This design comes from an exercise in tuning for small area, a short achievable clock period and few clock cycles per item on the open sky130 flow, not from production work.
The RTL was checked by simulation tests, not by an equivalence proof against the original design.
No activity file was given, so power comes from the tool's default toggle rates.

[flow/run.sh]
#!/bin/bash
# synth_recipe.tcl (not shown) runs the flow's synth.tcl, then flattens the netlist and writes it again
# the make line also repeats each setting of config.mk as NAME=value (left out here)
make -C /OpenROAD-flow-scripts/flow DESIGN_CONFIG=/design/flow/config.mk WORK_HOME=/design/flow/orfs CLKGATE_MAP_FILE= SYNTH_SCRIPT=/design/flow/synth_recipe.tcl finish
[flow/config.mk]
export PLATFORM = sky130hd
export DESIGN_NAME = positional_list_engine_core
export DESIGN_NICKNAME = positional_list_engine_core
export VERILOG_FILES = /design/flow/design.v
export SDC_FILE = /design/flow/constraint.sdc
export NUM_CORES = 8
export LEC_CHECK = 0
export CAP_MARGIN = 20
export CORE_MARGIN = 2
export CORE_UTILIZATION = 45
export CTS_CLUSTER_DIAMETER = 80
export CTS_CLUSTER_SIZE = 20
export PLACE_DENSITY = 0.55
export SETUP_SLACK_MARGIN = 4.3
export SLEW_MARGIN = 20
export SYNTH_HIERARCHICAL = 1
[flow/design.v]
package plec_pkg;
  localparam int CAPACITY_DEF   = 64;
  localparam int ENTRY_BITS_DEF = 8;
  localparam int OP_BITS     = 3;
  localparam int INDEX_BITS  = 7;
  localparam int VALUE_BITS  = 8;
  localparam int COUNT_BITS  = 8;
  localparam int STATUS_BITS = 2;
  localparam logic [OP_BITS-1:0] OP_INSERT = 3'd0;
  localparam logic [OP_BITS-1:0] OP_APPEND = 3'd1;
  localparam logic [OP_BITS-1:0] OP_REMOVE = 3'd2;
  localparam logic [OP_BITS-1:0] OP_READ   = 3'd3;
  localparam logic [OP_BITS-1:0] OP_SWAP   = 3'd4;
  localparam logic [STATUS_BITS-1:0] ST_OK    = 2'd0;
  localparam logic [STATUS_BITS-1:0] ST_RANGE = 2'd1;
  localparam logic [STATUS_BITS-1:0] ST_FULL  = 2'd2;
endpackage
module plec_bit (
  input  logic clk_i,
  input  logic sel_q_i,
  input  logic sel_p_i,
  input  logic sel_n_i,
  input  logic sel_x_i,
  input  logic sel_y_i,
  input  logic prev_i,
  input  logic next_i,
  input  logic x_i,
  input  logic y_i,
  output logic q_o
);
  always_ff @(posedge clk_i) begin
    q_o <= (sel_q_i & q_o) | (sel_p_i & prev_i) | (sel_n_i & next_i)
         | (sel_x_i & x_i) | (sel_y_i & y_i);
  end
endmodule
module plec_cell #(
  parameter int W = 8
) (
  input  logic         clk_i,
  input  logic         sel_q_i,
  input  logic         sel_p_i,
  input  logic         sel_n_i,
  input  logic         sel_x_i,
  input  logic         sel_y_i,
  input  logic [W-1:0] prev_i,
  input  logic [W-1:0] next_i,
  input  logic [W-1:0] x_i,
  input  logic [W-1:0] y_i,
  output logic [W-1:0] q_o
);
  for (genvar b = 0; b < W; b++) begin : g_bit
    plec_bit u_bit (
      .clk_i  (clk_i),
      .sel_q_i(sel_q_i),
      .sel_p_i(sel_p_i),
      .sel_n_i(sel_n_i),
      .sel_x_i(sel_x_i),
      .sel_y_i(sel_y_i),
      .prev_i (prev_i[b]),
      .next_i (next_i[b]),
      .x_i    (x_i[b]),
      .y_i    (y_i[b]),
      .q_o    (q_o[b])
    );
  end
endmodule
module plec_mux8 #(
  parameter int N = 8,
  parameter int W = 8
) (
  input  logic [N-1:0]   sel_i,
  input  logic [N*W-1:0] data_i,
  output logic [W-1:0]   val_o
);
  always_comb begin
    val_o = '0;
    for (int i = 0; i < N; i++) begin
      val_o = val_o | ({W{sel_i[i]}} & data_i[i*W +: W]);
    end
  end
endmodule
module plec_colreg (
  input  logic       clk_i,
  input  logic [7:0] d_i,
  output logic [7:0] q_o
);
  always_ff @(posedge clk_i) begin
    q_o <= d_i;
  end
endmodule
module plec_rdport #(
  parameter int W     = 8,
  parameter bit EXTRA = 1'b0
) (
  input  logic          clk_i,
  input  logic [7:0]    col_d_i,
  input  logic [7:0]    row_i,
  input  logic          extra_sel_i,
  input  logic [W-1:0]  extra_i,
  input  logic [64*W-1:0] data_i,
  output logic [W-1:0]  val_o,
  output logic [31:0]   col_o      
);
  logic [7:0] col [4];
  for (genvar g = 0; g < 4; g++) begin : g_grp
    plec_colreg u_col_q (.clk_i(clk_i), .d_i(col_d_i), .q_o(col[g]));
    assign col_o[g*8 +: 8] = col[g];
  end
  for (genvar b = 0; b < W; b++) begin : g_bit
    logic [7:0] row_val;
    logic [63:0] bit_data;
    for (genvar i = 0; i < 64; i++) begin : g_data
      assign bit_data[i] = data_i[i*W + b];
    end
    for (genvar r = 0; r < 8; r++) begin : g_row
      plec_mux8 #(.N(8), .W(1)) u_col (
        .sel_i (col[r/2]),
        .data_i(bit_data[r*8 +: 8]),
        .val_o (row_val[r])
      );
    end
    if (EXTRA) begin : g_extra
      plec_mux8 #(.N(9), .W(1)) u_row (
        .sel_i ({extra_sel_i, row_i}),
        .data_i({extra_i[b], row_val}),
        .val_o (val_o[b])
      );
    end else begin : g_plain
      plec_mux8 #(.N(8), .W(1)) u_row (
        .sel_i (row_i),
        .data_i(row_val),
        .val_o (val_o[b])
      );
    end
  end
endmodule
module positional_list_engine_core #(
  parameter int CAPACITY   = plec_pkg::CAPACITY_DEF,
  parameter int ENTRY_BITS = plec_pkg::ENTRY_BITS_DEF
) (
  input  logic                              clk_i,
  input  logic                              rst_ni,
  input  logic                              req_valid_i,
  output logic                              req_ready_o,
  input  logic [plec_pkg::OP_BITS-1:0]      req_op_i,
  input  logic [plec_pkg::INDEX_BITS-1:0]   req_index_i,
  input  logic [plec_pkg::INDEX_BITS-1:0]   req_index_b_i,
  input  logic [plec_pkg::VALUE_BITS-1:0]   req_entry_value_i,
  output logic                              rsp_valid_o,
  input  logic                              rsp_ready_i,
  output logic [plec_pkg::VALUE_BITS-1:0]   rsp_read_value_o,
  output logic [plec_pkg::COUNT_BITS-1:0]   rsp_entry_count_o,
  output logic [plec_pkg::STATUS_BITS-1:0]  rsp_status_o
);
  localparam int W  = ENTRY_BITS;
  localparam int RW = plec_pkg::VALUE_BITS + 7 + plec_pkg::STATUS_BITS;
  logic       rv_q, rdy_q;
  logic       ins_q, app_q, rem_q, rd_q, swp_q;
  logic [1:0] st_q;                        
  logic [7:0] eq_ah_q, gt_ah_q;            
  logic [7:0] gt_al_q;                     
  logic [7:0] eq_bh_q;                     
  logic [W-1:0] wv_q;
  logic [6:0] count_q, count_d;
  logic       inc_q, dec_q;                
  logic          v0_q, v1_q, v2_q;
  logic [RW-1:0] d0_q;
  logic [W+1:0]  d1_q;    
  logic [W+3:0]  d2_q;    
  logic          fire, pop;
  logic          rv_d, v0_d, v1_d;
  logic          inc, dec;
  assign fire        = rv_q;
  assign pop         = v0_q & rsp_ready_i;
  assign req_ready_o = rdy_q;
  assign inc = fire & inc_q;
  assign dec = fire & dec_q;
  assign count_d = inc ? count_q + 7'd1 : (dec ? count_q - 7'd1 : count_q);
  logic       n_ins, n_app, n_rem, n_rd, n_swp;
  logic [7:0] n_eq_ah, n_gt_ah, n_eq_al, n_gt_al, n_eq_bh, n_eq_bl;
  logic [6:0] count_m;
  logic [7:0] c_eq_h, c_gt_h, c_eq_l, c_gt_l, m_eq_h, m_eq_l;
  logic       c_full, c_63, d_full;
  logic       a_lt, a_eq, a_eqm, b_lt, b_eq, b_eqm;
  logic       a_in, b_in, a_ok, b_ok;
  logic [1:0] n_st;
  assign n_ins = (req_op_i == plec_pkg::OP_INSERT);
  assign n_app = (req_op_i == plec_pkg::OP_APPEND);
  assign n_rem = (req_op_i == plec_pkg::OP_REMOVE);
  assign n_rd  = (req_op_i == plec_pkg::OP_READ);
  assign n_swp = (req_op_i == plec_pkg::OP_SWAP);
  assign count_m = count_q - 7'd1;
  assign c_full  = count_q[6];
  assign c_63    = (count_q == 7'd63);
  always_comb begin
    for (int k = 0; k < 8; k++) begin
      n_eq_ah[k] = ~req_index_i[6] & (req_index_i[5:3] == 3'(k));
      n_gt_ah[k] = ~req_index_i[6] & (3'(k) > req_index_i[5:3]);
      n_eq_al[k] = (req_index_i[2:0] == 3'(k));
      n_gt_al[k] = (3'(k) > req_index_i[2:0]);
      n_eq_bh[k] = ~req_index_b_i[6] & (req_index_b_i[5:3] == 3'(k));
      n_eq_bl[k] = (req_index_b_i[2:0] == 3'(k));
      c_eq_h[k]  = ~count_q[6] & (count_q[5:3] == 3'(k));
      c_gt_h[k]  = count_q[6] | (count_q[5:3] > 3'(k));
      c_eq_l[k]  = (count_q[2:0] == 3'(k));
      c_gt_l[k]  = (count_q[2:0] > 3'(k));
      m_eq_h[k]  = ~count_m[6] & (count_m[5:3] == 3'(k));
      m_eq_l[k]  = (count_m[2:0] == 3'(k));
    end
  end
  assign a_lt  = (|(n_eq_ah & c_gt_h)) | ((|(n_eq_ah & c_eq_h)) & (|(n_eq_al & c_gt_l)));
  assign a_eq  = (|(n_eq_ah & c_eq_h)) & (|(n_eq_al & c_eq_l));
  assign a_eqm = (|(n_eq_ah & m_eq_h)) & (|(n_eq_al & m_eq_l));
  assign b_lt  = (|(n_eq_bh & c_gt_h)) | ((|(n_eq_bh & c_eq_h)) & (|(n_eq_bl & c_gt_l)));
  assign b_eq  = (|(n_eq_bh & c_eq_h)) & (|(n_eq_bl & c_eq_l));
  assign b_eqm = (|(n_eq_bh & m_eq_h)) & (|(n_eq_bl & m_eq_l));
  assign a_in   = inc ? (a_lt | a_eq) : (dec ? (a_lt & ~a_eqm) : a_lt);
  assign b_in   = inc ? (b_lt | b_eq) : (dec ? (b_lt & ~b_eqm) : b_lt);
  assign d_full = inc ? c_63 : (~dec & c_full);
  assign a_ok = (n_ins & a_in & ~d_full) | ((n_rem | n_rd) & a_in) | (n_swp & a_in & b_in);
  assign b_ok = n_swp & a_in & b_in;
  assign n_st[0] = ((n_ins | n_rem | n_rd) & ~a_in) | (n_swp & ~(a_in & b_in));
  assign n_st[1] = (n_ins & a_in & d_full) | (n_app & d_full);
  always_ff @(posedge clk_i) begin
    begin
      ins_q   <= n_ins;
      app_q   <= n_app;
      rem_q   <= n_rem;
      rd_q    <= n_rd;
      swp_q   <= n_swp;
      st_q    <= n_st;
      inc_q   <= (n_ins & a_in & ~d_full) | (n_app & ~d_full);
      dec_q   <= n_rem & a_in;
      eq_ah_q <= n_eq_ah & {8{a_ok}};
      gt_ah_q <= n_gt_ah & {8{a_ok}};
      gt_al_q <= n_gt_al;
      eq_bh_q <= n_eq_bh & {8{b_ok}};
      wv_q    <= req_entry_value_i;
    end
  end
  logic [7:0] eq_ch, eq_cl;
  always_comb begin
    for (int k = 0; k < 8; k++) begin
      eq_ch[k] = ~count_q[6] & (count_q[5:3] == 3'(k));
      eq_cl[k] = (count_q[2:0] == 3'(k));
    end
  end
  logic [7:0] r_xa, r_xc, r_y, r_pg, r_pe, r_ng, r_ne;
  always_comb begin
    for (int r = 0; r < 8; r++) begin
      r_xa[r] = fire & (ins_q | swp_q) & eq_ah_q[r];
      r_xc[r] = fire & app_q & eq_ch[r];
      r_y[r]  = fire & eq_bh_q[r];
      r_pg[r] = fire & ins_q & gt_ah_q[r];
      r_pe[r] = fire & ins_q & eq_ah_q[r];
      r_ng[r] = fire & rem_q & gt_ah_q[r];
      r_ne[r] = fire & rem_q & eq_ah_q[r];
    end
  end
  logic [W-1:0] q [CAPACITY];
  logic [CAPACITY*W-1:0] q_flat;
  logic [W-1:0] val_a, x_bus;
  logic [31:0]  cols_a, cols_b;
  for (genvar i = 0; i < CAPACITY; i++) begin : g_flat
    assign q_flat[i*W +: W] = q[i];
  end
  plec_rdport #(.W(W), .EXTRA(1'b0)) u_rd_a (
    .clk_i(clk_i), .col_d_i(n_eq_al),
    .row_i(eq_ah_q), .extra_sel_i(1'b0), .extra_i('0),
    .data_i(q_flat), .val_o(val_a), .col_o(cols_a));
  plec_rdport #(.W(W), .EXTRA(1'b1)) u_rd_b (
    .clk_i(clk_i), .col_d_i(n_eq_bl),
    .row_i(eq_bh_q), .extra_sel_i(~swp_q), .extra_i(wv_q),
    .data_i(q_flat), .val_o(x_bus), .col_o(cols_b));
  for (genvar i = 0; i < CAPACITY; i++) begin : g_cell
    localparam int R = i / 8;
    localparam int C = i % 8;
    logic sx, sy, sp, sn;
    logic ea, eb;
    assign ea = cols_a[(R/2)*8 + C];
    assign eb = cols_b[(R/2)*8 + C];
    assign sx = (r_xa[R] & ea) | (r_xc[R] & eq_cl[C]);
    assign sy = r_y[R] & eb;
    assign sp = r_pg[R] | (r_pe[R] & gt_al_q[C]);
    assign sn = r_ng[R] | (r_ne[R] & (gt_al_q[C] | ea));
    plec_cell #(.W(W)) u_cell (
      .clk_i  (clk_i),
      .sel_q_i(~(sx | sy | sp | sn)),
      .sel_p_i(sp),
      .sel_n_i(sn),
      .sel_x_i(sx),
      .sel_y_i(sy),
      .prev_i (q[(i == 0) ? 0 : i-1]),
      .next_i (q[(i == CAPACITY-1) ? i : i+1]),
      .x_i    (x_bus),
      .y_i    (val_a),
      .q_o    (q[i])
    );
  end
  logic [RW-1:0] rsp_new;
  logic [W-1:0]  rd_value;
  assign rd_value = (rd_q | rem_q) ? val_a : '0;
  assign rsp_new  = {rd_value, count_d, st_q};
  logic vs0, vs1, vs2, v2_d;
  logic [6:0] cnt1;
  assign vs0  = pop ? v1_q : v0_q;
  assign vs1  = pop ? v2_q : v1_q;
  assign vs2  = pop ? 1'b0 : v2_q;
  assign rv_d = req_valid_i & rdy_q;
  assign v0_d = vs0 | fire;
  assign v1_d = vs1 | (fire & vs0);
  assign v2_d = vs2 | (fire & vs1);
  assign cnt1 = ~v2_q ? count_q : (d2_q[1] ? count_q + 7'd1 : (d2_q[0] ? count_q - 7'd1 : count_q));
  always_ff @(posedge clk_i or negedge rst_ni) begin
    if (!rst_ni) begin
      rv_q    <= 1'b0;
      rdy_q   <= 1'b1;
      v0_q    <= 1'b0;
      v1_q    <= 1'b0;
      v2_q    <= 1'b0;
      count_q <= '0;
    end else begin
      rv_q    <= rv_d;
      rdy_q   <= ~v2_d & ~(v1_d & rv_d);
      v0_q    <= v0_d;
      v1_q    <= v1_d;
      v2_q    <= v2_d;
      count_q <= count_d;
    end
  end
  always_ff @(posedge clk_i) begin
    if (pop & v1_q)              d0_q <= {d1_q[W+1:2], cnt1, d1_q[1:0]};
    else if (~vs0 & fire)        d0_q <= rsp_new;
    if (pop & v2_q)              d1_q <= d2_q[W+3:2];
    else if (vs0 & ~vs1 & fire)  d1_q <= {rd_value, st_q};
    if (vs1 & fire)              d2_q <= {rd_value, st_q, dec, inc};
  end
  assign rsp_valid_o       = v0_q;
  assign rsp_read_value_o  = d0_q[RW-1 -: W];
  assign rsp_entry_count_o = {1'b0, d0_q[8:2]};
  assign rsp_status_o      = d0_q[1:0];
endmodule
[flow/constraint.sdc]
create_clock -name core_clock -period 7.5 [get_ports {clk_i}]
set_input_delay 1.5000 -clock core_clock [delete_from_list [all_inputs] [get_ports {clk_i}]]
set_output_delay 1.5000 -clock core_clock [all_outputs]
set_load 0.01 [all_outputs]
==> results of run 1 <==
==> worst register-to-register path: cells and delay by family, from the launching register on <==
kind | cells | cell delay (ns)
compound gates | 3 | 1.64
flops | 1 | 0.31
simple gates | 3 | 0.61
buf+inv | 2 | 0.56
==> modules after synthesis (local to each module, per instance), a selection <==
module | times used | cells | flip-flops and latches | area [um2]
plec_bit | 512 | 4 | 1 | 41.3
plec_colreg | 8 | 8 | 8 | 160
positional_list_engine_core | 1 | 1129 | 100 | 8420
==> cells in the mapped netlist (3+ instances only) <==
cell type                   number  area, um2
sky130_fd_sc_hd__o22ai_1         5       31.3
sky130_fd_sc_hd__dfrtp_1        11        275
sky130_fd_sc_hd__a22o_1         79        692
sky130_fd_sc_hd__ha_1            7       87.6
sky130_fd_sc_hd__nor2_1        170        638
sky130_fd_sc_hd__buf_1          11       41.3
sky130_fd_sc_hd__a22oi_1      1067       8010
sky130_fd_sc_hd__a21o_1          7       52.6
sky130_fd_sc_hd__buf_6           4       45.0
sky130_fd_sc_hd__o211ai_1        3       22.5
sky130_fd_sc_hd__a21oi_1       152        761
sky130_fd_sc_hd__a2111oi_2       3       45.0
sky130_fd_sc_hd__a221oi_2        9        135
sky130_fd_sc_hd__or3_1           6       37.5
sky130_fd_sc_hd__o21ai_0        31        155
sky130_fd_sc_hd__nor4b_1         3       26.3
sky130_fd_sc_hd__a222oi_1      521       5220
sky130_fd_sc_hd__buf_2           8       40.0
sky130_fd_sc_hd__nor3_1         16       80.1
sky130_fd_sc_hd__buf_4           3       22.5
sky130_fd_sc_hd__mux2i_1         5       50.1
sky130_fd_sc_hd__nor3_2          8       80.1
sky130_fd_sc_hd__a211o_1         3       26.3
sky130_fd_sc_hd__nor4_1         76        475
sky130_fd_sc_hd__nand3b_1        4       30.0
sky130_fd_sc_hd__mux2_2          4       45.0
sky130_fd_sc_hd__and3_1         73        457
sky130_fd_sc_hd__xor2_1          9       78.8
sky130_fd_sc_hd__and2_1         11       68.8
sky130_fd_sc_hd__nor2b_1         8       50.1
sky130_fd_sc_hd__nand3_1        18       90.1
sky130_fd_sc_hd__inv_1          28        105
sky130_fd_sc_hd__or2_2          36        225
sky130_fd_sc_hd__clkbuf_1       95        357
sky130_fd_sc_hd__nand2_1       579       2170
sky130_fd_sc_hd__a211oi_1        3       22.5
sky130_fd_sc_hd__nand2b_1       10       62.6
sky130_fd_sc_hd__dfxtp_1       625      12500
sky130_fd_sc_hd__a31oi_1         5       31.3
sky130_fd_sc_hd__xnor2_1        14        123
sky130_fd_sc_hd__edfxtp_1       39       1170
sky130_fd_sc_hd__nand4_1       139        870
==> power groups by stage <==
stage	combinational (W)	sequential [W]	clock, W
after floorplan	0.000859	0.00423	0
after global placement	0.00145	0.00443	0
after detailed placement	0.00148	0.00444	0
after CTS	0.00153	0.00436	0.00260
after global routing	0.00175	0.00439	0.00273
final	0.00171	0.00439	0.00262
==> through the flow <==
step	setup WS, ns	total power [W]
CTS	4.27	0.00849
global placement	3.14	0.00589
detailed placement	2.97	0.00592
finish	4.24	0.00872
floorplan	4.19	0.00509
global route	4.29	0.00887
==> worst min path at each step <==
stage                         end  depth (start not counted)    start  slack, ns
final                     d1_q[4]                          2  d2_q[6]       0.53
after global routing      d2_q[3]                          0  st_q[1]       0.53
after CTS                 d2_q[3]                          0  st_q[1]       0.52
after detailed placement  d2_q[3]                          0  st_q[1]       0.49
after global placement    d2_q[3]                          0  st_q[1]       0.49
after floorplan           d2_q[2]                          0  st_q[0]       0.43
==> placed cells by master (no fill, tap or decap), types with 16 or more instances in the layout <==
cell type                            n
sky130_fd_sc_hd__a22oi_1          1065
sky130_fd_sc_hd__dfxtp_1           612
sky130_fd_sc_hd__nand2_1           577
sky130_fd_sc_hd__a222oi_1          521
sky130_fd_sc_hd__nor2_1            164
sky130_fd_sc_hd__a21oi_1           151
sky130_fd_sc_hd__nand4_1           139
sky130_fd_sc_hd__buf_4             133
sky130_fd_sc_hd__and3_1             71
sky130_fd_sc_hd__a22o_1             63
sky130_fd_sc_hd__nor4_2             57
sky130_fd_sc_hd__clkbuf_16          45
sky130_fd_sc_hd__edfxtp_1           39
sky130_fd_sc_hd__or2_2              35
sky130_fd_sc_hd__clkdlybuf4s50_1    33
sky130_fd_sc_hd__o21ai_0            31
sky130_fd_sc_hd__inv_1              25
sky130_fd_sc_hd__a22o_2             16
==> layout make-up <==
| class | count | share of cell area [%] |
|---|---|---|
| multi-input combinational | 3139 | 54.8 |
| clock buffer | 55 | 2.89 |
| antenna | 6 | 0.0367 |
| sequential | 676 | 34.2 |
| tap | 1050 | 3.21 |
| clock inverter | 16 | 0.410 |
| timing repair buffer | 197 | 4.11 |
| inverter | 29 | 0.284 |
==> logic make-up after synthesis <==
kind of cell	Yosys count	share of synthesized area [%]
AO/OA/AOI/OAI	1913	42.9
other	1	0.0104
AND/OR/NAND/NOR	1177	15.4
adder cells (fa/ha/maj)	9	0.301
XOR/XNOR	24	0.620
flip-flops	676	38.7
buffers and inverters	150	1.70
multiplexers	11	0.388
==> flip-flops by register name (all words and copies together) (netlist names), 10 cells and up <==
signal and cells:
d0_q 17, d1_q 10, d2_q 12, g_cell.u_cell.g_bit.u_bit.q_o 512, u_rd_a.g_grp.u_col_q.q_o 32, u_rd_b.g_grp.u_col_q.q_o 32
==> routing by layer <==
layer	track usage [%]	share of wire, %	routed length, um	vias up
li1	-	-	-	17600
met3	18.9	17	34700	1118
met4	28.5	7.7	16100	14
met5	0	0.039	80	-
met1	61.0	35	72300	21400
met2	68.3	41	84400	4704
==> timing repair <==
| item | in CTS | in global routing |
|---|---|---|
| setup endpoints to repair | 554 | 457 |
| resized for setup | 111 | 75 |
| pin swaps | 18 | 15 |
| setup buffers | 19 | 15 |
| gates cloned | 2 | 0 |
| hold buffers | 0 | 0 |
==> run summary, run 1 <==
Power and ir drop:
- The clock network power share is around 30%.
- The share of total power consumed by net switching is between 30% and 40%.
- The net switching power is roughly 0.0031 W.
- The share of total power dissipated in combinational logic is between 10% and 20%.
- The internal power of the cells totals 0.00564 W.
- Sequential cells burn between 50% and 60% of the power.
- Power spread over the standard cell area amounts to roughly 210 nW/um2.
- The worst-case IR drop observed on VDD is approximately 0.25 mV.
- The standby leakage power is 15.1 nW.

Synthesis:
- After synthesis the cells add up to 36100 um2.
- For this run, asynchronously set or reset flops after synthesis account for approximately 1.8%.
- The portion of the post-synthesis area used by sequential elements is roughly 39%.
- The post-synthesis cell count is about 4.0k.
- The prevailing post-synth register cell is sky130_fd_sc_hd__dfxtp_1.
- Counting distinct cell types in the post-synthesis netlist gives 84.
- The total of flip-flops plus latches after synthesis is 676.
- The number of warnings issued by yosys is 16.
- The number of enable-type register cells in the synthesized netlist is 39.
- The post-synthesis average cell area is about 9.1 um2.

Cells and area:
- The number of nets in the finished design is roughly 4.1k.
- Once layout is done, the placed cells without fillers occupy between 40000 and 50000 um2.
- Fill cells in the final layout number between 7k and 8k.
- Across the whole layout, storage elements account for 14000 um2.
- Cells fill between 50% and 60% of the core in the end.
- The layout cell share with drive strength beyond 1 is 10.9%.
- Once layout is complete, the cells apart from fillers number 5168.
- The growth of design area from synthesis to finish is 13.3%.
- In the final layout, the multi-input gates occupy approximately 22000 um2.

Detailed routing:
- The number of DRC violations after detailed-routing iteration 0 is between 10k and 15k.
- After detailed routing, the number of vias per cell comes to ~8.7.
- The total iterations of the first detailed-routing run is 14.
- The final routed DRC violation total is 0.
- The routed layout has about 45k vias.
- The residual antenna-violating net count after detailed routing is 0.
- The wire length reported by the detailed router is 208000 um.
- After detailed routing, the average wire length per cell comes to approximately 40 um.

Place:
- The post-place instance area is roughly 39000 um2.
- The placed wire-length estimate is about 140000 um.
- The congestion estimate from routability-driven global placement came to about 1.1.
- The placed cell count is roughly 5.1k.
- The number of I/O port buffers is 47.

Clocking:
- TritonCTS built the clock tree.
- The maximum buffer depth of the clock tree is 3.
- The number of buffers added by the clock tree synthesis step is 45.
- The number of sinks driven by the clock tree is 676.
- CTS placed an instance of sky130_fd_sc_hd__clkbuf_16 at the clock tree root.
- Clock-pin slew was measured on the worst setup and hold paths at 0.09 ns.
- The latest clock arrival within the worst-skew pair is between 0.6 and 0.7 ns.
- The H-tree depth is 2.

Worst setup path:
- The number of buffer and inverter instances along the worst setup path is 2.
- The startpoint-to-endpoint class of the critical path is reg -> reg.
- The startpoint identified for the worst register-to-register timing path is u_rd_b.g_grp[0].u_col_q.q_o[2].
- The reg2reg setup slack is between 4 and 5 ns.
- The slowest library cell on the worst path is sky130_fd_sc_hd__a222oi_1.
- In this run the worst path has a maximum fanout of 47.
- The worst path required time is roughly 8.0 ns.
- STA classifies the critical path startpoint as a flop.
- The signal on the critical path passes through buf_4, a22oi_1, nand4_1, a222oi_1, nand3_4, buf_8, a222oi_1, nand2_1.
- The most used cell along the critical path is sky130_fd_sc_hd__a222oi_1.
- The last element of the critical path is g_cell[57].u_cell.g_bit[6].u_bit.q_o.
- The data arrival time of the critical path is between 3 and 4 ns.
- The path length in cells of the critical path is 8.
- For the worst flop-to-flop path, the logic depth is 8.
- The cell family contributing the most delay on the critical path is compound AO/OA/AOI/OAI gates.
- The critical path starts at u_rd_b.g_grp[0].u_col_q.q_o[2].
- The type of destination of the critical path is a flop.
- The end of the worst register-to-register path is g_cell[57].u_cell.g_bit[6].u_bit.q_o.
- The delay of the slowest critical-path stage is 0.87 ns.

Timing:
- The remaining max-slew budget at the tightest pin is between 10% and 20%.
- The worst slack on hold paths is about 0.53 ns.
- Across the routed clock network, the largest skew measured is about 0.037 ns.
- The final-report max-slew violation count is 0.
- The transition at the pin with the smallest max-transition slack is between 1 and 1.5 ns.
- Setup repair after global routing could not meet its margin everywhere.
- Setup violations remaining at the end of the flow were counted as 0.
- The achievable frequency is between 300 and 400 MHz.
- The final-layout setup total negative slack is 0 ns.
- The number of hold-slack violations in the final timing report was 0.
- The minimum clock period after layout is around 3.3 ns.
- After layout, the worst path uses between 40 and 50% of the clock period.

Global routing:
- The global-route usage over all layers is between 40% and 50%.
- The number of global-route vias before repair is roughly 41k.
- The pin count of the biggest net entering global routing is 73.
- For this run the aggregate overflow at the end of global routing stands at 0.
- The first global-routing pass estimated 296000 um of wire.
- The number of antenna violations at the first check in global routing was 18.

Floorplan:
- The number of ports placed on the die boundary is between 40 and 50.
- The die is around 290 um tall.
- The number of core rows is between 100 and 150.
- The overall die area is around 83000 um2.
- For this configuration, the core starts out at a cell density of 45.6%.
- The region available for standard cell placement spans around 80000 um2.
- Measured along the x axis, the die boundary spans between 200 and 300 um.

Outcome:
- The run finished with no timing, DRC or antenna violations.

Worst hold path:
- The path category of the worst min-delay check is reg -> reg.

Flow run:
- The number of max-cap violations is 0.
Testbench counts, summed over its fixed seeds: cycles 16,016, items 16,000.
==> run 2: changes to the inputs <==
--- a/flow/design.v
+++ b/flow/design.v
@@ -92,20 +92,26 @@
   parameter int W     = 8,
   parameter bit EXTRA = 1'b0
 ) (
-  input  logic          clk_i,
-  input  logic [7:0]    col_d_i,
-  input  logic [7:0]    row_i,
-  input  logic          extra_sel_i,
-  input  logic [W-1:0]  extra_i,
+  input  logic            clk_i,
+  input  logic [7:0]      col_d_i,
+  input  logic [7:0]      row_d_i,
+  input  logic            extra_sel_i,
+  input  logic [W-1:0]    extra_i,
   input  logic [64*W-1:0] data_i,
-  output logic [W-1:0]  val_o,
-  output logic [31:0]   col_o      
+  output logic [2*W-1:0]  val_o,      
+  output logic [31:0]     col_o,      
+  output logic [15:0]     row_o       
 );
   logic [7:0] col [4];
+  logic [7:0] row [2];
   for (genvar g = 0; g < 4; g++) begin : g_grp
     plec_colreg u_col_q (.clk_i(clk_i), .d_i(col_d_i), .q_o(col[g]));
     assign col_o[g*8 +: 8] = col[g];
   end
+  for (genvar h = 0; h < 2; h++) begin : g_half
+    plec_colreg u_row_q (.clk_i(clk_i), .d_i(row_d_i), .q_o(row[h]));
+    assign row_o[h*8 +: 8] = row[h];
+  end
   for (genvar b = 0; b < W; b++) begin : g_bit
     logic [7:0] row_val;
     logic [63:0] bit_data;
@@ -119,18 +125,20 @@
         .val_o (row_val[r])
       );
     end
-    if (EXTRA) begin : g_extra
-      plec_mux8 #(.N(9), .W(1)) u_row (
-        .sel_i ({extra_sel_i, row_i}),
-        .data_i({extra_i[b], row_val}),
-        .val_o (val_o[b])
-      );
-    end else begin : g_plain
-      plec_mux8 #(.N(8), .W(1)) u_row (
-        .sel_i (row_i),
-        .data_i(row_val),
-        .val_o (val_o[b])
-      );
+    for (genvar h = 0; h < 2; h++) begin : g_half
+      if (EXTRA) begin : g_extra
+        plec_mux8 #(.N(9), .W(1)) u_row (
+          .sel_i ({extra_sel_i, row[h]}),
+          .data_i({extra_i[b], row_val}),
+          .val_o (val_o[h*W + b])
+        );
+      end else begin : g_plain
+        plec_mux8 #(.N(8), .W(1)) u_row (
+          .sel_i (row[h]),
+          .data_i(row_val),
+          .val_o (val_o[h*W + b])
+        );
+      end
     end
   end
 endmodule
@@ -157,9 +165,10 @@
   logic       rv_q, rdy_q;
   logic       ins_q, app_q, rem_q, rd_q, swp_q;
   logic [1:0] st_q;                        
-  logic [7:0] eq_ah_q, gt_ah_q;            
+  logic [7:0] gt_ah_q;                     
+  logic [7:0] eq_ah_q [2];                 
   logic [7:0] gt_al_q;                     
-  logic [7:0] eq_bh_q;                     
+  logic [7:0] eq_bh_q [2];                 
   logic [W-1:0] wv_q;
   logic [6:0] count_q, count_d;
   logic       inc_q, dec_q;                
@@ -231,10 +240,8 @@
       st_q    <= n_st;
       inc_q   <= (n_ins & a_in & ~d_full) | (n_app & ~d_full);
       dec_q   <= n_rem & a_in;
-      eq_ah_q <= n_eq_ah & {8{a_ok}};
       gt_ah_q <= n_gt_ah & {8{a_ok}};
       gt_al_q <= n_gt_al;
-      eq_bh_q <= n_eq_bh & {8{b_ok}};
       wv_q    <= req_entry_value_i;
     end
   end
@@ -248,30 +255,37 @@
   logic [7:0] r_xa, r_xc, r_y, r_pg, r_pe, r_ng, r_ne;
   always_comb begin
     for (int r = 0; r < 8; r++) begin
-      r_xa[r] = fire & (ins_q | swp_q) & eq_ah_q[r];
+      r_xa[r] = fire & (ins_q | swp_q) & eq_ah_q[r/4][r];
       r_xc[r] = fire & app_q & eq_ch[r];
-      r_y[r]  = fire & eq_bh_q[r];
+      r_y[r]  = fire & eq_bh_q[r/4][r];
       r_pg[r] = fire & ins_q & gt_ah_q[r];
-      r_pe[r] = fire & ins_q & eq_ah_q[r];
+      r_pe[r] = fire & ins_q & eq_ah_q[r/4][r];
       r_ng[r] = fire & rem_q & gt_ah_q[r];
-      r_ne[r] = fire & rem_q & eq_ah_q[r];
+      r_ne[r] = fire & rem_q & eq_ah_q[r/4][r];
     end
   end
   logic [W-1:0] q [CAPACITY];
   logic [CAPACITY*W-1:0] q_flat;
-  logic [W-1:0] val_a, x_bus;
+  logic [W-1:0] val_a;
+  logic [2*W-1:0] val_a2, x_bus2;
+  logic [15:0]  rows_a, rows_b;
   logic [31:0]  cols_a, cols_b;
   for (genvar i = 0; i < CAPACITY; i++) begin : g_flat
     assign q_flat[i*W +: W] = q[i];
   end
   plec_rdport #(.W(W), .EXTRA(1'b0)) u_rd_a (
-    .clk_i(clk_i), .col_d_i(n_eq_al),
-    .row_i(eq_ah_q), .extra_sel_i(1'b0), .extra_i('0),
-    .data_i(q_flat), .val_o(val_a), .col_o(cols_a));
+    .clk_i(clk_i), .col_d_i(n_eq_al), .row_d_i(n_eq_ah & {8{a_ok}}),
+    .extra_sel_i(1'b0), .extra_i('0),
+    .data_i(q_flat), .val_o(val_a2), .col_o(cols_a), .row_o(rows_a));
   plec_rdport #(.W(W), .EXTRA(1'b1)) u_rd_b (
-    .clk_i(clk_i), .col_d_i(n_eq_bl),
-    .row_i(eq_bh_q), .extra_sel_i(~swp_q), .extra_i(wv_q),
-    .data_i(q_flat), .val_o(x_bus), .col_o(cols_b));
+    .clk_i(clk_i), .col_d_i(n_eq_bl), .row_d_i(n_eq_bh & {8{b_ok}}),
+    .extra_sel_i(~swp_q), .extra_i(wv_q),
+    .data_i(q_flat), .val_o(x_bus2), .col_o(cols_b), .row_o(rows_b));
+  assign eq_ah_q[0] = rows_a[7:0];
+  assign eq_ah_q[1] = rows_a[15:8];
+  assign eq_bh_q[0] = rows_b[7:0];
+  assign eq_bh_q[1] = rows_b[15:8];
+  assign val_a = val_a2[W-1:0];
   for (genvar i = 0; i < CAPACITY; i++) begin : g_cell
     localparam int R = i / 8;
     localparam int C = i % 8;
@@ -292,8 +306,8 @@
       .sel_y_i(sy),
       .prev_i (q[(i == 0) ? 0 : i-1]),
       .next_i (q[(i == CAPACITY-1) ? i : i+1]),
-      .x_i    (x_bus),
-      .y_i    (val_a),
+      .x_i    (x_bus2[(R/4)*W +: W]),
+      .y_i    (val_a2[(R/4)*W +: W]),
       .q_o    (q[i])
     );
   end
==> run 2 against run 1 <==
  * Clock power up 6%
  * Synthesized cell count up 2.3%
  * Clock skew down 0.012 ns
  * Worst hold slack worse by 0.0034 ns
  * Sequential share of layout area down 0.13 points
  * Utilization down 0.30 points
  * Cell count up 3.0%
==> run summary, run 2 <==
Outcome:
- The flow ran to the end and the layout has no timing, DRC or antenna violations.

Detailed routing:
- The final routed DRC violation total was 0 (unchanged).
- The number of DRC violations after detailed-routing iteration 0 came to 11.8k (-3.5%).
- The residual antenna-violating net count after detailed routing is 0 (unchanged).
- The wire length reported by the detailed router is 213000 um (+2.5%).
- The total iterations of the first detailed-routing run was 15 (+1).
- The via density per instance is 8.63 (-0.40%).
- The routed length per placed instance was 40.0 um (-0.45%).
- The total via count after detailed routing is 45.9k (+2.5%).

Synthesis:
- The share of Yosys cell area claimed by the top area cell type is 34.6% (about the same).
- The most common cell in the netlist is sky130_fd_sc_hd__a22oi_1.
- The netlist area before placement is 37100 um2 (+2.5%).
- The portion of the post-synthesis area used by sequential elements is 38.6% (-0.092 points).
- The number of warnings issued by yosys came to 22 (+6).
- The dominant cell type by area after synthesis is sky130_fd_sc_hd__dfxtp_1.
- The number of enable-type register cells in the synthesized netlist is 39 (unchanged).
- The async set-reset flop share out of synthesis is 1.73% (-0.041 points).
- The distinct cell type count of the synthesized netlist came to 81 (-3.6%).
- The post-synthesis average cell area came to 9.14 um2 (+0.21%).
- Ranked by total cell area, the synthesized netlist is headed by sky130_fd_sc_hd__dfxtp_1 (35%), sky130_fd_sc_hd__a22oi_1 (23%), sky130_fd_sc_hd__a222oi_1 (14%).
- The total of flip-flops plus latches after synthesis is 692 (+2.4%).
- By count the netlist is led by sky130_fd_sc_hd__a22oi_1 (1111), sky130_fd_sc_hd__dfxtp_1 (641), sky130_fd_sc_hd__nand2_1 (567), sky130_fd_sc_hd__a222oi_1 (528), sky130_fd_sc_hd__nor2_1 (175).
- Among all flip-flop cells after synthesis, the most frequent one is sky130_fd_sc_hd__dfxtp_1.
- The post-synthesis cell count is 4053 (+2.3%).

Place:
- The number of I/O port buffers is 47 (unchanged).
- The post-place instance area came to 39500 um2 (+2.4%).
- The post-placement worst setup slack came to 2.53 ns (-0.439 ns).
- The placed wire-length estimate is 141000 um (+3.6%).
- The placed cell count is 5185 (+2.6%).
- The final weighted congestion in routability-driven placement is 1.01 (-4.4%).

Clocking:
- The post-CTS clock slew at the launch and capture registers of the worst setup and hold paths is 0.09 ns (about the same).
- The H-tree depth was 2 (unchanged).
- The latest clock arrival within the worst-skew pair is 0.65 ns (about the same).
- The number of buffers added by the clock tree synthesis step is 46 (+2.2%).
- The buffer type at the clock tree root is sky130_fd_sc_hd__clkbuf_16.
- The number of sinks driven by the clock tree is 692 (+2.4%).
- The hold buffer count at CTS was 0 (unchanged).
- The maximum buffer depth of the clock tree was 3 (unchanged).
- TritonCTS built the clock tree.

Floorplan:
- The starting density of the core is 45.3% (-0.32 points).
- The number of core rows was 105 (+1.9%).
- The number of ports placed on the die boundary was 49 (unchanged).
- The height of the chip is 291 um (+1.2%).
- The horizontal extent of the die is 291 um (+1.2%).
- The total core area is 81800 um2 (+3.3%).
- The overall die area is 84700 um2 (+2.5%).

Timing:
- The final worst setup slack is 4.23 ns (-0.0147 ns).
- Setup repair after global routing left no endpoint under its margin.
- The worst clock skew came to 0.0252 ns (-0.0123 ns).
- The final-layout setup total negative slack is 0 ns (unchanged).
- The minimum clock period after layout is 3.27 ns (+0.0147 ns).
- The final-report max-slew violation count came to 0 (unchanged).
- The final critical-path share of the clock period was 43.6% (+0.20 points).
- The number of hold-slack violations in the final timing report was 0 (unchanged).
- The transition at the pin with the smallest max-transition slack is 1.29 ns (-0.0308 ns).
- The achievable frequency is 305 MHz (-0.45%).
- The remaining max-slew budget at the tightest pin is 13.8% (+1.9 points).
- The total of endpoints with negative setup slack in the final report is 0 (unchanged).

Global routing:
- The first-pass GRT wire length was 304000 um (+2.7%).
- The number of global-route vias before repair is 42.5k (+2.8%).
- The met3 global-route usage is 19.5% (+0.58 points).
- The pin count of the biggest net entering global routing is 65 (-11%).
- The routing usage on met2 is 66.6% (-1.8 points).
- The met1 usage is 59.2% (-1.9 points).
- The global-route usage over all layers is 47.6% (-0.42 points).
- The remaining global-route overflow is 0 (unchanged).
- The number of antenna violations at the first check in global routing is 16 (-2).
- In this run the most used layer during global routing was met2.

Cells and area:
- The final design instance area without fill is 42000 um2 (+2.7%).
- The share of the core filled with cells is 51.3% (-0.30 points).
- In the final layout, the registers with the most flip-flops are g_cell.u_cell.g_bit.u_bit.q_o: 512 flops, u_rd_a.g_grp.u_col_q.q_o: 32 flops, u_rd_b.g_grp.u_col_q.q_o: 32 flops.
- The number of filler cells placed in the layout came to 7561 (+2.6%).
- The library cells used most frequently in the layout, excluding fill and tap cells, are sky130_fd_sc_hd__a22oi_1 (1111), sky130_fd_sc_hd__dfxtp_1 (629), sky130_fd_sc_hd__nand2_1 (565), sky130_fd_sc_hd__a222oi_1 (528), sky130_fd_sc_hd__buf_4 (156).
- The number of nets in the finished design is 4240 (+2.8%).
- The flip-flop count of the largest register, all copies and words added is 512 (unchanged).
- The most frequent standard cell in the layout excluding fill and tap cells is sky130_fd_sc_hd__a22oi_1.
- g_cell.u_cell.g_bit.u_bit.q_o holds more flip-flops than any other register.
- The layout cell share with drive strength beyond 1 was 11.0% (+0.015 points).
- The growth of design area from synthesis to finish is 13.4%.
- The count of non-filler cells in the finished layout is 5321 (+3.0%).

Power and ir drop:
- The standby leakage power is 15.5 nW (+2.2%).
- The total power divided by cell area is 217 nW/um2 (+1.9%).
- The largest vdd supply drop is 0.217 mV (-12%).

Worst setup path:
- The critical path is of the reg -> reg type.
- The worst setup path is captured at a flop.
- The data arrival time of the critical path is 3.79 ns (+0.03 ns).
- The worst path required time is 8.02 ns (+0.02 ns).
- STA classifies the critical path startpoint as a flop.
- In this run the worst setup path begins at u_rd_b.g_grp[0].u_col_q.q_o[0].
- The worst register-to-register path begins at u_rd_b.g_grp[0].u_col_q.q_o[0].
- The critical-path maximum fanout was 32 (-32%).

Worst hold path:
- The startpoint identified for the worst hold timing path is d2_q[10].
- The tightest min-delay check is of the reg -> reg type.

Flow run:
- The number of max-cap violations is 0 (unchanged).
## run 2: where the power goes
group / switching, W / internal [W] / total [W]
Sequential: 0.000400 / 0.00398 / 0.00438
Combinational: 0.00130 / 0.000651 / 0.00195
Clock: 0.00149 / 0.00130 / 0.00278
Total: 0.00319 / 0.00593 / 0.00912
## run 2: final timing paths
check | to | slack [ns] | depth (start not counted)
worst max register to register | g_cell[49].u_cell.g_bit[4].u_bit.q_o | 4.23 | 8
worst max-delay path | g_cell[49].u_cell.g_bit[4].u_bit.q_o | 4.23 | 8
max in group asynchronous | count_q[0] | 5.84 | 1
worst min register to register | d1_q[8] | 0.53 | 2
worst min-delay path | d1_q[8] | 0.53 | 2
min in group asynchronous | v2_q | 1.22 | 1
## run 2: worst max-delay path, stage by stage, from the launching register on
cell	delay, ns
sky130_fd_sc_hd__dfxtp_1	0.31
sky130_fd_sc_hd__buf_4	0.23
sky130_fd_sc_hd__a22oi_1	0.24
sky130_fd_sc_hd__nand4_1	0.44
sky130_fd_sc_hd__a222oi_1	0.75
sky130_fd_sc_hd__nand3_1	0.16
sky130_fd_sc_hd__buf_4	0.33
sky130_fd_sc_hd__a222oi_1	0.48
sky130_fd_sc_hd__nand2_1	0.10
## run 2: kinds of logic (layout without fill, tap and decap cells)
logic type	Yosys count	count (layout)	synth area share, %
adder cells (fa/ha/maj)	10	10	0.317
AO/OA/AOI/OAI	1974	1975	43.1
multiplexers	12	12	0.412
AND/OR/NAND/NOR	1192	1192	15.2
buffers and inverters	147	325	1.70
other	1	20	0.0101
flip-flops	692	692	38.6
XOR/XNOR	25	25	0.668
## run 2: through the flow
stage               power [W]  hold slack (ns)
floorplan             0.00522            0.422
global placement      0.00604            0.512
detailed placement    0.00606            0.520
CTS                   0.00887            0.541
global route          0.00930            0.564
finish                0.00912            0.526
## run 2: Yosys stat by module (local to each module, per instance), excerpt
| module | flops+latches | copies in the design |
|---|---|---|
| plec_bit | 1 | 512 |
| positional_list_engine_core | 84 | 1 |
| plec_colreg | 8 | 12 |
## run 2: what timing repair did
action                     in CTS  in global routing
buffers inserted               19                 20
pin swaps                      16                 12
setup endpoints to repair     516                526
gates resized for setup       117                 62
cloned                          1                  0
## run 2: cell type report
class                      count  area [um2]  share of cell area, %
clock buffer                  57        1240                   2.96
clock inverter                21         249                  0.592
timing repair buffer         218        1800                   4.29
sequential                   692       14300                   34.1
antenna                       17        42.5                  0.101
multi-input combinational   3217       22900                   54.5
inverter                      29         109                  0.259
tap                         1070        1340                   3.19
## run 2: layer usage
metal / up-vias / share of wire (%) / wire, um
met3: 1135 / 17 / 35300
met2: 4699 / 40 / 85400
met4: 11 / 8.3 / 17600
met1: 22000 / 35 / 74200
li1: 18100 / - / -
met5: - / 0.099 / 210
Testbench counts of run 2, summed over its fixed seeds: cycles 16,016, items 16,000.
==> run 3: changes to the inputs <==
--- a/flow/config.mk
+++ b/flow/config.mk
@@ -11,6 +11,6 @@
 export CTS_CLUSTER_DIAMETER = 80
 export CTS_CLUSTER_SIZE = 20
 export PLACE_DENSITY = 0.55
-export SETUP_SLACK_MARGIN = 4.3
+export SETUP_SLACK_MARGIN = 4.5
 export SLEW_MARGIN = 20
 export SYNTH_HIERARCHICAL = 1
==> run 3 against run 2 <==
  * Still clean on timing, DRC and antenna
  * Register-to-register slack better by 0.18 ns
  * Via count down 0.46%
  * Utilization up 1.3 points
  * Wire length down 1.2%
  * Synthesized cell count unchanged
  * Clock skew down 0.0076 ns
  * Cell count up 0.86%
  * Clock-buffer cell count down 2
  * Critical path depth up 4
  * Clock power down 4%
  * Critical path type unchanged
  * Critical endpoint is now u_rd_b.g_half[0].u_row_q.q_o[6]
  * Largest power group unchanged
  * Highest routed layer unchanged
==> run summary, run 3 <==
Floorplan:
- The number of core rows is 105 (unchanged).
- The horizontal extent of the die came to 291 um (unchanged).
- The total core area came to 81800 um2 (unchanged).
- The starting density of the core is 45.3% (unchanged).
- The height of the chip is 291 um (unchanged).
- The number of ports placed on the die boundary is 49 (unchanged).
- The overall die area was 84700 um2 (unchanged).

Worst setup path:
- The critical-path maximum fanout came to 6 (-81%).
- Among all stages on the critical path, the largest delay is contributed by sky130_fd_sc_hd__dfrtp_4.
- The worst setup path is of the reg -> reg kind.
- The startpoint identified for the worst register-to-register timing path is count_q[1].
- The cell type group with the largest total delay on the critical path is simple AND/OR/NAND/NOR gates.
- The data arrival time of the critical path is 3.61 ns (-0.18 ns).
- The type of destination of the critical path is a flop.
- The last element of the critical path is u_rd_b.g_half[0].u_row_q.q_o[6].
- The path length in cells of the critical path is 12 (+4).
- The most critical setup path has its startpoint at count_q[1].
- The reg2reg setup slack is 4.41 ns (+0.18 ns).
- The number of cells on the worst reg-to-reg path is 12 (+4).
- The worst path required time is 8.01 ns (about the same).
- The number of buffer and inverter instances along the worst setup path is 4 (+2).
- Walking the worst path, the cells encountered are clkinvlp_4, ha_4, nor3b_4, xor2_4, or3b_1, a211oi_2, a221oi_2, buf_4, o32ai_4, buf_12, clkbuf_16, nor4_4.
- The delay of the slowest critical-path stage was 0.53 ns (-0.22 ns).
- STA classifies the critical path startpoint as a flop.
- The end of the worst register-to-register path is u_rd_b.g_half[0].u_row_q.q_o[6].

Timing:
- The achievable frequency came to 323 MHz (+5.9%).
- Setup repair after global routing could not meet its margin everywhere.
- The worst clock skew is 0.0177 ns (-0.00755 ns).
- The transition at the pin with the smallest max-transition slack is 1.23 ns (-0.0618 ns).
- The final critical-path share of the clock period is 41.2% (-2.4 points).
- The total of endpoints with negative setup slack in the final report came to 0 (unchanged).
- The number of hold-slack violations in the final timing report is 0 (unchanged).
- The final-report max-slew violation count came to 0 (unchanged).
- The minimum clock period after layout is 3.09 ns (-0.182 ns).
- The final-layout setup total negative slack is 0 ns (unchanged).
- The remaining max-slew budget at the tightest pin came to 17.9% (+4.1 points).

Synthesis:
- The number of warnings issued by yosys is 22 (unchanged).
- The netlist area before placement is 37100 um2 (unchanged).
- The prevailing post-synth register cell is sky130_fd_sc_hd__dfxtp_1.
- The share of Yosys cell area claimed by the top area cell type came to 34.6% (unchanged).
- The number of enable-type register cells in the synthesized netlist is 39 (unchanged).
- The portion of the post-synthesis area used by sequential elements is 38.6% (unchanged).
- Yosys instantiated no cell more often than sky130_fd_sc_hd__a22oi_1.
- By area the synthesized netlist is led by sky130_fd_sc_hd__dfxtp_1 (35%), sky130_fd_sc_hd__a22oi_1 (23%), sky130_fd_sc_hd__a222oi_1 (14%).
- The distinct cell type count of the synthesized netlist is 81 (unchanged).
- The total of flip-flops plus latches after synthesis is 692 (unchanged).
- The async set-reset flop share out of synthesis came to 1.73% (unchanged).
- The post-synthesis cell count is 4053 (unchanged).
- Sorting the synthesized cells by how often they occur yields sky130_fd_sc_hd__a22oi_1 (1111), sky130_fd_sc_hd__dfxtp_1 (641), sky130_fd_sc_hd__nand2_1 (567), sky130_fd_sc_hd__a222oi_1 (528), sky130_fd_sc_hd__nor2_1 (175).
- The post-synthesis average cell area came to 9.14 um2 (unchanged).
- The dominant cell type by area after synthesis is sky130_fd_sc_hd__dfxtp_1.

Global routing:
- The met1 usage is 60.1% (+0.97 points).
- The global-route usage over all layers came to 46.7% (-0.88 points).
- The routing usage on met2 is 65.2% (-1.4 points).
- The most congested layer reported by global routing is met2.
- The pin count of the biggest net entering global routing is 65 (unchanged).
- The first-pass GRT wire length is 299000 um (-1.6%).
- The remaining global-route overflow came to 0 (unchanged).
- The met3 global-route usage is 17.9% (-1.6 points).
- The number of global-route vias before repair is 42.2k (-0.86%).
- The number of antenna violations at the first check in global routing is 10 (-6).

Power and ir drop:
- The net switching power is 0.00324 W (+1.5%).
- The clock network power share is 29.2% (-1.3 points).
- The relative contribution of sequential cells to total power came to 47.7% (-0.4 points).
- The cell-internal power came to 0.00590 W (-0.42%).
- The standby leakage power is 16.0 nW (+3.3%).
- The share of power burned in combinational logic is 23.1% (+1.7 points).
- The largest vdd supply drop was 0.276 mV (+27%).
- The share of total power consumed by net switching is 35.4% (+0.43 points).
- The total power of the final layout is 0.00914 W (+0.25%).
- The total power divided by cell area came to 212 nW/um2 (-2.1%).

Detailed routing:
- The final routed DRC violation total is 0 (unchanged).
- The via density per instance is 8.52 (-1.3%).
- The wire length reported by the detailed router was 210000 um (-1.2%).
- The total via count after detailed routing is 45.7k (-0.46%).
- The residual antenna-violating net count after detailed routing came to 0 (unchanged).
- The total iterations of the first detailed-routing run was 15 (unchanged).
- The number of DRC violations after detailed-routing iteration 0 is 11.6k (-1.7%).
- The routed length per placed instance is 39.2 um (-2.0%).

Cells and area:
- From synthesis to final layout, the design area changed by 16.2%.
- The layout cell share with drive strength beyond 1 is 14.7% (+3.7 points).
- The register with the most flip-flops in the final layout is g_cell.u_cell.g_bit.u_bit.q_o.
- In the layout the commonest cells are sky130_fd_sc_hd__a22oi_1 (1111), sky130_fd_sc_hd__dfxtp_1 (628), sky130_fd_sc_hd__nand2_1 (565), sky130_fd_sc_hd__a222oi_1 (528), sky130_fd_sc_hd__buf_4 (205).
- The final design instance area without fill was 43100 um2 (+2.5%).
- The number of nets in the finished design came to 4296 (+1.3%).
- The number of filler cells placed in the layout is 7602 (+0.54%).
- The area taken by multi-input logic gates came to 23500 um2 (+2.4%).
- The most frequent standard cell in the layout excluding fill and tap cells is sky130_fd_sc_hd__a22oi_1.
- The largest registers in the layout are g_cell.u_cell.g_bit.u_bit.q_o: 512 flops, u_rd_a.g_grp.u_col_q.q_o: 32 flops, u_rd_b.g_grp.u_col_q.q_o: 32 flops.
- The flip-flop count of the largest register, all copies and words added is 512 (unchanged).
- The register cell area after layout is 14300 um2 (about the same).

Clocking:
- The maximum buffer depth of the clock tree is 3 (unchanged).
- The post-CTS clock slew at the launch and capture registers of the worst setup and hold paths is 0.09 ns (about the same).
- TritonCTS built the clock tree.
- The number of buffers added by the clock tree synthesis step is 46 (unchanged).
- The H-tree depth came to 2 (unchanged).
- The latest clock arrival within the worst-skew pair was 0.65 ns (about the same).
- The number of sinks driven by the clock tree is 692 (unchanged).
- The hold buffer count at CTS is 0 (unchanged).
- The buffer type at the clock tree root is sky130_fd_sc_hd__clkbuf_16.

Place:
- The number of I/O port buffers is 47 (unchanged).
- The placed wire-length estimate was 140000 um (-0.30%).
- The final weighted congestion in routability-driven placement is 1.02 (+0.90%).
- The post-place instance area was 39600 um2 (+0.18%).

Flow run:
- The number of max-cap violations is 0 (unchanged).

Worst hold path:
- The path category of the worst min-delay check is reg -> reg.

Outcome:
- The flow ran to the end and the layout has no timing, DRC or antenna violations.
run 3: layout make-up:
| type | instances | area share (%) |
|---|---|---|
| antenna | 11 | 0.0639 |
| sequential | 692 | 33.3 |
| clock inverter | 19 | 0.448 |
| inverter | 29 | 0.270 |
| timing repair buffer | 274 | 5.50 |
| clock buffer | 55 | 2.81 |
| tap | 1070 | 3.11 |
| multi-input combinational | 3217 | 54.5 |
run 3: timing repair:
action / CTS / global route
hold endpoints to repair: 0 / 0
endpoints found under the setup margin: 602 / 534
gates cloned: 1 / 3
pin swaps: 29 / 42
gates resized for setup: 246 / 133
buffers inserted: 34 / 53
run 3: cells by family (layout without fill, tap and decap cells):
logic type               after synthesis  after routing  synth area share, %
buffers and inverters                147            377                 1.70
other                                  1             14               0.0101
adder cells (fa/ha/maj)               10             10                0.317
XOR/XNOR                              25             25                0.668
flip-flops                           692            692                 38.6
AND/OR/NAND/NOR                     1192           1192                 15.2
multiplexers                          12             12                0.412
AO/OA/AOI/OAI                       1974           1975                 43.1
run 3: layer usage:
| layer | wire length [um] | part of all wire, % |
|---|---|---|
| met5 | 103 | 0.049 |
| met4 | 16200 | 7.7 |
| met3 | 34900 | 17 |
| met2 | 83700 | 40 |
| met1 | 75200 | 36 |
run 3: how the worst min path moves through the flow:
stage,from,endpoint,slack [ns],depth (start not counted)
3_5_place_dp,d2_q[9],d1_q[7],0.51,2
3_3_place_gp,d2_q[5],d1_q[3],0.51,2
4_1_cts,d2_q[7],d1_q[5],0.54,2
6_report,d2_q[9],d1_q[7],0.54,2
5_1_grt,st_q[0],d2_q[2],0.56,0
2_1_floorplan,st_q[0],d2_q[2],0.42,0
run 3: power by group through the flow:
stage | Clock, W | Sequential [W] | Combinational, W
2_1_floorplan | 0 | 0.00429 | 0.000932
3_3_place_gp | 0 | 0.00442 | 0.00160
3_5_place_dp | 0 | 0.00443 | 0.00162
4_1_cts | 0.00267 | 0.00433 | 0.00177
5_1_grt | 0.00280 | 0.00438 | 0.00215
6_report | 0.00267 | 0.00436 | 0.00211
run 3: worst reg2reg max path, stage by stage (launching register included):
cell and delay, ns:
sky130_fd_sc_hd__dfrtp_4 0.53, sky130_fd_sc_hd__clkinvlp_4 0.15, sky130_fd_sc_hd__ha_4 0.20, sky130_fd_sc_hd__nor3b_4 0.29
sky130_fd_sc_hd__xor2_4 0.26, sky130_fd_sc_hd__or3b_1 0.40, sky130_fd_sc_hd__a211oi_2 0.29, sky130_fd_sc_hd__a221oi_2 0.07
sky130_fd_sc_hd__buf_4 0.19, sky130_fd_sc_hd__o32ai_4 0.24, sky130_fd_sc_hd__buf_12 0.16, sky130_fd_sc_hd__clkbuf_16 0.15
sky130_fd_sc_hd__nor4_4 0.04
run 3: metrics by stage:
step                hold WS [ns]  cells  setup WS [ns]  utilization (%)
detailed placement         0.512   5191           2.57             48.3
floorplan                  0.422   4055           4.07                -
global placement           0.511   5190           2.68             48.2
finish                     0.538   5367           4.41             52.6
global route               0.564   5360           4.34             52.6
CTS                        0.540   5300           4.49             51.3
run 3: Yosys stat by module (local to each module, per instance), excerpt:
module	cells inside	copies in the design	flip-flops and latches
plec_bit	4	512	1
plec_colreg	8	12	8
positional_list_engine_core	1109	1	84
==> run 4: changes to the inputs <==
--- a/flow/design.v
+++ b/flow/design.v
@@ -163,7 +163,7 @@
   localparam int W  = ENTRY_BITS;
   localparam int RW = plec_pkg::VALUE_BITS + 7 + plec_pkg::STATUS_BITS;
   logic       rv_q, rdy_q;
-  logic       ins_q, app_q, rem_q, rd_q, swp_q;
+  logic       swp_q;
   logic [1:0] st_q;                        
   logic [7:0] gt_ah_q;                     
   logic [7:0] eq_ah_q [2];                 
@@ -172,6 +172,7 @@
   logic [W-1:0] wv_q;
   logic [6:0] count_q, count_d;
   logic       inc_q, dec_q;                
+  logic       f_xa_q, f_xc_q, f_y_q, f_p_q, f_n_q, f_rd_q;
   logic          v0_q, v1_q, v2_q;
   logic [RW-1:0] d0_q;
   logic [W+1:0]  d1_q;    
@@ -182,8 +183,8 @@
   assign fire        = rv_q;
   assign pop         = v0_q & rsp_ready_i;
   assign req_ready_o = rdy_q;
-  assign inc = fire & inc_q;
-  assign dec = fire & dec_q;
+  assign inc = inc_q;      
+  assign dec = dec_q;
   assign count_d = inc ? count_q + 7'd1 : (dec ? count_q - 7'd1 : count_q);
   logic       n_ins, n_app, n_rem, n_rd, n_swp;
   logic [7:0] n_eq_ah, n_gt_ah, n_eq_al, n_gt_al, n_eq_bh, n_eq_bl;
@@ -191,7 +192,7 @@
   logic [7:0] c_eq_h, c_gt_h, c_eq_l, c_gt_l, m_eq_h, m_eq_l;
   logic       c_full, c_63, d_full;
   logic       a_lt, a_eq, a_eqm, b_lt, b_eq, b_eqm;
-  logic       a_in, b_in, a_ok, b_ok;
+  logic       a_in, b_in, b_ok;
   logic [1:0] n_st;
   assign n_ins = (req_op_i == plec_pkg::OP_INSERT);
   assign n_app = (req_op_i == plec_pkg::OP_APPEND);
@@ -226,21 +227,22 @@
   assign a_in   = inc ? (a_lt | a_eq) : (dec ? (a_lt & ~a_eqm) : a_lt);
   assign b_in   = inc ? (b_lt | b_eq) : (dec ? (b_lt & ~b_eqm) : b_lt);
   assign d_full = inc ? c_63 : (~dec & c_full);
-  assign a_ok = (n_ins & a_in & ~d_full) | ((n_rem | n_rd) & a_in) | (n_swp & a_in & b_in);
   assign b_ok = n_swp & a_in & b_in;
   assign n_st[0] = ((n_ins | n_rem | n_rd) & ~a_in) | (n_swp & ~(a_in & b_in));
   assign n_st[1] = (n_ins & a_in & d_full) | (n_app & d_full);
   always_ff @(posedge clk_i) begin
     begin
-      ins_q   <= n_ins;
-      app_q   <= n_app;
-      rem_q   <= n_rem;
-      rd_q    <= n_rd;
       swp_q   <= n_swp;
       st_q    <= n_st;
-      inc_q   <= (n_ins & a_in & ~d_full) | (n_app & ~d_full);
-      dec_q   <= n_rem & a_in;
-      gt_ah_q <= n_gt_ah & {8{a_ok}};
+      inc_q   <= rv_d & ((n_ins & a_in & ~d_full) | (n_app & ~d_full));
+      dec_q   <= rv_d & n_rem & a_in;
+      f_xa_q  <= rv_d & ((n_ins & a_in & ~d_full) | b_ok);
+      f_xc_q  <= rv_d & n_app & ~d_full;
+      f_y_q   <= rv_d & b_ok;
+      f_p_q   <= rv_d & n_ins & a_in & ~d_full;
+      f_n_q   <= rv_d & n_rem & a_in;
+      f_rd_q  <= (n_rd | n_rem) & a_in;
+      gt_ah_q <= n_gt_ah;
       gt_al_q <= n_gt_al;
       wv_q    <= req_entry_value_i;
     end
@@ -255,13 +257,13 @@
   logic [7:0] r_xa, r_xc, r_y, r_pg, r_pe, r_ng, r_ne;
   always_comb begin
     for (int r = 0; r < 8; r++) begin
-      r_xa[r] = fire & (ins_q | swp_q) & eq_ah_q[r/4][r];
-      r_xc[r] = fire & app_q & eq_ch[r];
-      r_y[r]  = fire & eq_bh_q[r/4][r];
-      r_pg[r] = fire & ins_q & gt_ah_q[r];
-      r_pe[r] = fire & ins_q & eq_ah_q[r/4][r];
-      r_ng[r] = fire & rem_q & gt_ah_q[r];
-      r_ne[r] = fire & rem_q & eq_ah_q[r/4][r];
+      r_xa[r] = f_xa_q & eq_ah_q[r/4][r];
+      r_xc[r] = f_xc_q & eq_ch[r];
+      r_y[r]  = f_y_q & eq_bh_q[r/4][r];
+      r_pg[r] = f_p_q & gt_ah_q[r];
+      r_pe[r] = f_p_q & eq_ah_q[r/4][r];
+      r_ng[r] = f_n_q & gt_ah_q[r];
+      r_ne[r] = f_n_q & eq_ah_q[r/4][r];
     end
   end
   logic [W-1:0] q [CAPACITY];
@@ -274,11 +276,11 @@
     assign q_flat[i*W +: W] = q[i];
   end
   plec_rdport #(.W(W), .EXTRA(1'b0)) u_rd_a (
-    .clk_i(clk_i), .col_d_i(n_eq_al), .row_d_i(n_eq_ah & {8{a_ok}}),
+    .clk_i(clk_i), .col_d_i(n_eq_al), .row_d_i(n_eq_ah),
     .extra_sel_i(1'b0), .extra_i('0),
     .data_i(q_flat), .val_o(val_a2), .col_o(cols_a), .row_o(rows_a));
   plec_rdport #(.W(W), .EXTRA(1'b1)) u_rd_b (
-    .clk_i(clk_i), .col_d_i(n_eq_bl), .row_d_i(n_eq_bh & {8{b_ok}}),
+    .clk_i(clk_i), .col_d_i(n_eq_bl), .row_d_i(n_eq_bh & {8{n_swp}}),
     .extra_sel_i(~swp_q), .extra_i(wv_q),
     .data_i(q_flat), .val_o(x_bus2), .col_o(cols_b), .row_o(rows_b));
   assign eq_ah_q[0] = rows_a[7:0];
@@ -313,7 +315,7 @@
   end
   logic [RW-1:0] rsp_new;
   logic [W-1:0]  rd_value;
-  assign rd_value = (rd_q | rem_q) ? val_a : '0;
+  assign rd_value = f_rd_q ? val_a : '0;
   assign rsp_new  = {rd_value, count_d, st_q};
   logic vs0, vs1, vs2, v2_d;
   logic [6:0] cnt1;
==> run 4 against run 3 <==
  * Still clean
  * Area after synthesis rose by 0.13%
  * Sequential share of layout area is 1.2 points higher
  * Worst hold slack got worse by 0.066 ns
  * Synthesized cell count shrank 1.3%
  * Global-route usage is 0.13 points higher
  * Register-to-register slack about the same
  * Largest cell class unchanged
  * Largest power group unchanged
==> run summary, run 4 <==
Worst setup path:
- The critical-path maximum fanout is 32 (+26).
- The data arrival time of the critical path was 3.59 ns (-0.02 ns).
- The number of cells on the worst reg-to-reg path is 8 (-4).
- The type of destination of the critical path is a flop.
- The worst path required time is 8.00 ns (about the same).
- The worst setup path is launched from a flop.

Power and ir drop:
- The standby leakage power is 15.5 nW (-2.7%).

Synthesis:
- The number of warnings issued by yosys was 22 (unchanged).
- The async set-reset flop share out of synthesis is 1.73% (-0.0025 points).
- The netlist area before placement is 37100 um2 (+0.13%).
- Ranked by total cell area, the synthesized netlist is headed by sky130_fd_sc_hd__dfxtp_1 (35%), sky130_fd_sc_hd__a22oi_1 (22%), sky130_fd_sc_hd__a222oi_1 (14%).

Clocking:
- The post-CTS clock slew at the launch and capture registers of the worst setup and hold paths is 0.09 ns (about the same).
- The number of sinks driven by the clock tree was 693 (+0.14%).

Outcome:
- The flow ran to the end and the layout has no timing, DRC or antenna violations.

Cells and area:
- The number of filler cells placed in the layout was 7539 (-0.83%).
- The layout cell share with drive strength beyond 1 came to 9.42% (-5.3 points).

Floorplan:
- The horizontal extent of the die is 291 um (about the same).
- The number of ports placed on the die boundary was 49 (unchanged).

Detailed routing:
- The final routed DRC violation total is 0 (unchanged).

Timing:
- The final-layout setup total negative slack is 0 ns (unchanged).
- The minimum clock period after layout is 3.09 ns (+0.0000500 ns).

Place:
- The final weighted congestion in routability-driven placement is 1.00 (-1.9%).

Flow run:
- The number of max-cap violations was 0 (unchanged).
## run 4: cell types whose count changed in the layout (fill, tap and decap cells not counted), moves of 32 or more
cell,change
sky130_fd_sc_hd__or2_2,-34
sky130_fd_sc_hd__a21oi_1,-59
sky130_fd_sc_hd__nor2_2,-50
sky130_fd_sc_hd__buf_4,-85
sky130_fd_sc_hd__nor2b_1,+58
sky130_fd_sc_hd__dfxtp_1,-32
sky130_fd_sc_hd__o21a_1,+129
sky130_fd_sc_hd__nor2_1,-63
## run 4: layout make-up
cell class / count / area, um2 / share of cell area [%]
tap: 1070 / 1340 / 3.21
clock buffer: 58 / 1290 / 3.09
antenna: 13 / 32.5 / 0.0780
multi-input combinational: 3151 / 22900 / 54.9
inverter: 34 / 128 / 0.306
clock inverter: 20 / 256 / 0.615
sequential: 693 / 14400 / 34.5
timing repair buffer: 172 / 1380 / 3.30
## run 4: per-module statistics from Yosys, one instance, submodules excluded, excerpt
module,cells inside,flip-flops and latches,copies in the design
plec_colreg,8,8,12
plec_bit,4,1,512
positional_list_engine_core,1055,85,1
## run 4: worst max path at each step
| stage | startpoint | end | slack (ns) | depth (start not counted) |
|---|---|---|---|---|
| floorplan | req_index_i[5] | dec_q | 4.45 | 8 |
| global placement | req_index_i[1] | dec_q | 3.54 | 8 |
| detailed placement | req_index_i[1] | dec_q | 3.44 | 8 |
| CTS | u_rd_a.g_grp[2].u_col_q.q_o[0] | d0_q[12] | 4.50 | 7 |
| global route | count_q[1] | f_xa_q | 4.43 | 9 |
| finish | u_rd_b.g_grp[3].u_col_q.q_o[6] | g_cell[1].u_cell.g_bit[5].u_bit.q_o | 4.41 | 8 |
## run 4: worst max-delay path: stages, from the launching register on
cell and delay [ns]:
sky130_fd_sc_hd__dfxtp_2 0.54, sky130_fd_sc_hd__a22oi_1 0.25, sky130_fd_sc_hd__nand4_1 0.45, sky130_fd_sc_hd__a22o_1 0.35
sky130_fd_sc_hd__a221oi_2 0.19, sky130_fd_sc_hd__nand3_1 0.10, sky130_fd_sc_hd__buf_4 0.34, sky130_fd_sc_hd__a222oi_1 0.57
sky130_fd_sc_hd__nand2_1 0.11
## run 4: metal layers
metal / part of all wire, % / vias to the layer above / wire [um] / GRT usage [%]
met2: 41 / 4526 / 85300 / 67.5
li1: - / 17800 / - / -
met3: 16 / 1131 / 33200 / 16.7
met1: 35 / 21700 / 73800 / 59.1
met4: 7.9 / 4 / 16500 / 30.1
met5: 0.011 / - / 22 / 0.681
## run 4: kinds of logic after synthesis
kind of cell	share of synthesized area, %
AO/OA/AOI/OAI	44.5
AND/OR/NAND/NOR	13.9
flip-flops	38.6
buffers and inverters	1.68
XOR/XNOR	0.610
multiplexers	0.415
adder cells (fa/ha/maj)	0.263
other	0.0101
## run 4: metrics by stage
step | area (um2) | hold slack [ns] | instances | power, W
6_report | 41700 | 0.471 | 5211 | 0.00869
5_1_grt | 41700 | 0.505 | 5199 | 0.00886
4_1_cts | 41300 | 0.479 | 5187 | 0.00854
3_5_place_dp | 39300 | 0.449 | 5102 | 0.00576
3_3_place_gp | 39300 | 0.463 | 5102 | 0.00574
2_1_floorplan | 37100 | 0.406 | 4001 | 0.00500
## run 4: power breakdown
part           switching, W  internal, W  total [W]
Combinational      0.000996     0.000465    0.00146
Sequential         0.000403      0.00395    0.00435
Clock               0.00152      0.00136    0.00288
## run 4: timing repair
| action | in CTS | in global routing |
|---|---|---|
| cloned | 0 | 0 |
| setup buffers | 7 | 11 |
| gates resized for setup | 129 | 81 |
| setup endpoints to repair | 510 | 470 |
| pin swaps | 8 | 17 |
| hold buffers | 0 | 0 |
| hold endpoints to repair | 0 | 0 |
Testbench counts of run 4, summed over its fixed seeds: cycles 16,016, items 16,000.

Check on run 4: ideal ports give 4.408 ns setup slack; a clkbuf_16 on the clock port and buf_2 on the inputs give 4.408 ns; moving port delays by the midpoint clock arrival (0.710 ns) as well gives 3.927 ns.
